This design comes from an exercise in tuning for small area on the open sky130 flow, not from production work. The RTL was checked by simulation tests, not by an equivalence proof against the original design.

Design alu, start of the top module:
module alu (
    input  logic        i_clk,
    input  logic        i_rst_n,
    input  logic        i_in_valid,
    input  logic [3:0]  i_inst,
    input  logic [15:0] i_data_a,
    input  logic [15:0] i_data_b,
    output logic        o_busy,
    output logic        o_out_valid,
    output logic [15:0] o_data
);
Settings: LEC_CHECK=0, ABC_AREA=1, CAP_MARGIN=20, CORE_MARGIN=2, CORE_UTILIZATION=55, CTS_BUF_LIST=sky130_fd_sc_hd__clkbuf_4 sky130_fd_sc_hd__clkbuf_8, GPL_TIMING_DRIVEN=0, SLEW_MARGIN=20; clock period 11.0 ns.
standard.sh (not shown) runs the stock make flow with config.mk's settings and CLKGATE_MAP_FILE= SYNTH_SCRIPT=/design/flow/synth_recipe.tcl, a recipe that flattens the netlist after the stock synthesis.
==> flow/flow/run.sh <==
#!/bin/bash
set -euo pipefail
bash standard.sh "BUFFER_PORTS_ARGS=-buffer_cell sky130_fd_sc_hd__buf_2" finish > flow_make.log 2>&1
The starting point went through all stages and came out clean.
Then changed:
==> flow/flow/run.sh (replaced) <==
#!/bin/bash
set -euo pipefail
bash standard.sh \
  "BUFFER_PORTS_ARGS=-buffer_cell sky130_fd_sc_hd__buf_2" \
  REMOVE_ABC_BUFFERS=1 \
  "CTS_ARGS=-sink_clustering_enable -repair_clock_nets -buf_list sky130_fd_sc_hd__clkbuf_8 -dont_use_dummy_load" \
  finish > flow_make.log 2>&1
Settings changed: CTS_BUF_LIST sky130_fd_sc_hd__clkbuf_4 sky130_fd_sc_hd__clkbuf_8 to sky130_fd_sc_hd__clkbuf_8.
Die area is unchanged.
Worst hold slack gets worse by 0.018 ns.
Cell area falls by a few percent.
Core utilization is lower by 1.5 points.
Fmax hardly moves.
Synthesized area does not change.
Via count fell by a few percent.
Then changed:
==> flow/flow/run.sh (replaced) <==
#!/bin/bash
set -euo pipefail
bash standard.sh "BUFFER_PORTS_ARGS=-buffer_cell sky130_fd_sc_hd__buf_2" finish > flow_make.log 2>&1
Settings changed: CORE_UTILIZATION 55 to 40, CTS_BUF_LIST sky130_fd_sc_hd__clkbuf_8 to not set.
The new run went through all stages and came out clean. First-iteration DRC count fell by 22%. Clock skew fell by 0.020 ns. Count of clock-buffer cells in the layout does not change. Setup slack is worse by 0.10 ns.
Then changed:
==> flow/flow/run.sh (replaced) <==
#!/bin/bash
set -euo pipefail
bash standard.sh \
  "BUFFER_PORTS_ARGS=-buffer_cell sky130_fd_sc_hd__buf_1" \
  REMOVE_ABC_BUFFERS=1 \
  "CTS_ARGS=-sink_clustering_enable -repair_clock_nets -buf_list sky130_fd_sc_hd__clkbuf_8 -dont_use_dummy_load" \
  finish > flow_make.log 2>&1
Settings changed: CORE_UTILIZATION 40 to 65, CTS_BUF_LIST set to sky130_fd_sc_hd__clkbuf_8.
- global-route usage goes up by 13 points
- via count increases by 0.58%
- non-clock buffer count is lower by 76
Then changed:
==> flow/flow/run.sh (replaced) <==
#!/bin/bash
set -euo pipefail
bash standard.sh "BUFFER_PORTS_ARGS=-buffer_cell sky130_fd_sc_hd__buf_2" finish > flow_make.log 2>&1
Settings changed: ABC_AREA 1 to not set, CORE_UTILIZATION 65 to 40, CTS_BUF_LIST sky130_fd_sc_hd__clkbuf_8 to not set.
Outcome: Synthesized area goes up by 7.8%; fmax goes up by 0.63%; hold slack improved by 0.023 ns; via count goes up by 8.5%; register-to-register slack improved by 0.05 ns; non-clock buffer count goes up by 140.
Then changed:
==> flow/flow/run.sh (replaced) <==
#!/bin/bash
set -euo pipefail
bash standard.sh "BUFFER_PORTS_ARGS=-buffer_cell sky130_fd_sc_hd__buf_2" REMOVE_ABC_BUFFERS=1 finish > flow_make.log 2>&1
Settings changed: ABC_AREA set to 1, CORE_UTILIZATION 40 to 55, CTS_BUF_LIST set to sky130_fd_sc_hd__clkbuf_8.
Effect: Count of clock-buffer cells in the layout does not change; die area fell by 32%; area after synthesis goes down by about 7%; core utilization goes up by 14 points; global-route usage increases by 6.6 points; final area went down by about 12%; critical path depth climbs by 7; cell count fell by 5.4%; via count came out lower by about 9%.


Starting RTL as in the previous note.
==> flow/config.mk <==
export PLATFORM = sky130hd
export DESIGN_NAME = alu
export DESIGN_NICKNAME = alu
export VERILOG_FILES = /design/flow/design.v
export SDC_FILE = /design/flow/constraint.sdc
export NUM_CORES = 4
export LEC_CHECK = 0
export ABC_AREA = 1
export CAP_MARGIN = 20
export CORE_MARGIN = 2
export CORE_UTILIZATION = 55
export CTS_BUF_LIST = sky130_fd_sc_hd__clkbuf_8
export GPL_TIMING_DRIVEN = 0
export SLEW_MARGIN = 20
==> flow/constraint.sdc <==
create_clock -name core_clock -period 11.0 [get_ports {i_clk}]
set_input_delay 2.2000 -clock core_clock [delete_from_list [all_inputs] [get_ports {i_clk}]]
set_output_delay 2.2000 -clock core_clock [all_outputs]
set_load 0.01 [all_outputs]
==> flow/flow/run.sh <==
#!/bin/bash
set -euo pipefail
bash standard.sh \
  "BUFFER_PORTS_ARGS=-buffer_cell sky130_fd_sc_hd__buf_2" \
  REMOVE_ABC_BUFFERS=1 \
  "CTS_ARGS=-sink_clustering_enable -repair_clock_nets -buf_list sky130_fd_sc_hd__clkbuf_8 -dont_use_dummy_load -sink_clustering_size 40 -sink_clustering_max_diameter 100" \
  finish > flow_make.log 2>&1
Edit:
==> flow/flow/run.sh (replaced) <==
#!/bin/bash
set -euo pipefail
bash standard.sh "BUFFER_PORTS_ARGS=-buffer_cell sky130_fd_sc_hd__buf_2" REMOVE_ABC_BUFFERS=1 finish > flow_make.log 2>&1
--- a/flow/config.mk
+++ b/flow/config.mk
@@ -7,8 +7,8 @@
 export LEC_CHECK = 0
 export ABC_AREA = 1
-export CAP_MARGIN = 20
+export CAP_MARGIN = 0
 export CORE_MARGIN = 2
-export CORE_UTILIZATION = 55
+export CORE_UTILIZATION = 65
 export CTS_BUF_LIST = sky130_fd_sc_hd__clkbuf_8
 export GPL_TIMING_DRIVEN = 0
-export SLEW_MARGIN = 20
+export SLEW_MARGIN = 0
The new run finished clean.
First-iteration DRC count climbs by 14%.
Non-clock buffer count stays the same.
Wire length decreases by 3.1%.
Synthesized cell count does not change.
Clock skew decreases by 0.019 ns.
Cell count drops by 1.9%.
Die area falls by 15%.
Worst hold slack is better by 0.014 ns.
Maximum frequency decreases by 0.91%.
Final area rose by 0.76%.

afterwards: timing with drivers on the ports:
In the flow no input, the clock included, has a driving cell. The finished layouts below were timed again as built, in two steps.
Step 1 (the two cells are an assumption about what drives the block):
set clk [get_ports {i_clk}]
set_driving_cell -lib_cell sky130_fd_sc_hd__clkbuf_16 $clk
set_driving_cell -lib_cell sky130_fd_sc_hd__buf_2 [delete_from_list [all_inputs] $clk]
Step 2 also shifts input and output timing later by t, the mid clock arrival at the registers, as if the neighbouring blocks saw the same clock.
a / b / c = ideal / step 1 / step 2; a / b = the first two.
run | t (ns) | setup WS [ns] | latest minus earliest clock arrival (ns) | worst data-port slew with drivers (ns) | cell pins on the clock port's net
the first run of note 1 | 0.512 | 0.299 / 0.275 / 0.275 | 0.025 / 0.025 | 0.04 | 1
the second run of note 1 | 0.502 | 0.331 / 0.305 / 0.305 | 0.046 / 0.046 | 0.04 | 1
the third run of note 1 | 0.481 | 0.231 / 0.213 / 0.213 | 0.016 / 0.017 | 0.04 | 1
the fourth run of note 1 | 0.506 | 0.233 / 0.211 / 0.211 | 0.044 / 0.043 | 0.04 | 1
the fifth run of note 1 | 0.498 | 0.301 / 0.267 / 0.267 | 0.014 / 0.014 | 0.05 | 1
the sixth run of note 1 | 0.512 | 0.314 / 0.288 / 0.288 | 0.023 / 0.023 | 0.04 | 1
the first run of note 2 | 0.502 | 0.331 / 0.305 / 0.305 | 0.046 / 0.046 | 0.04 | 1
the second run of note 2 | 0.515 | 0.233 / 0.213 / 0.213 | 0.018 / 0.018 | 0.03 | 1
After both steps every run listed still meets setup and hold. The setup slack of the fifth run of note 1, which loses most, moves by -0.034 ns with the drivers and by -0.034 ns with both steps.
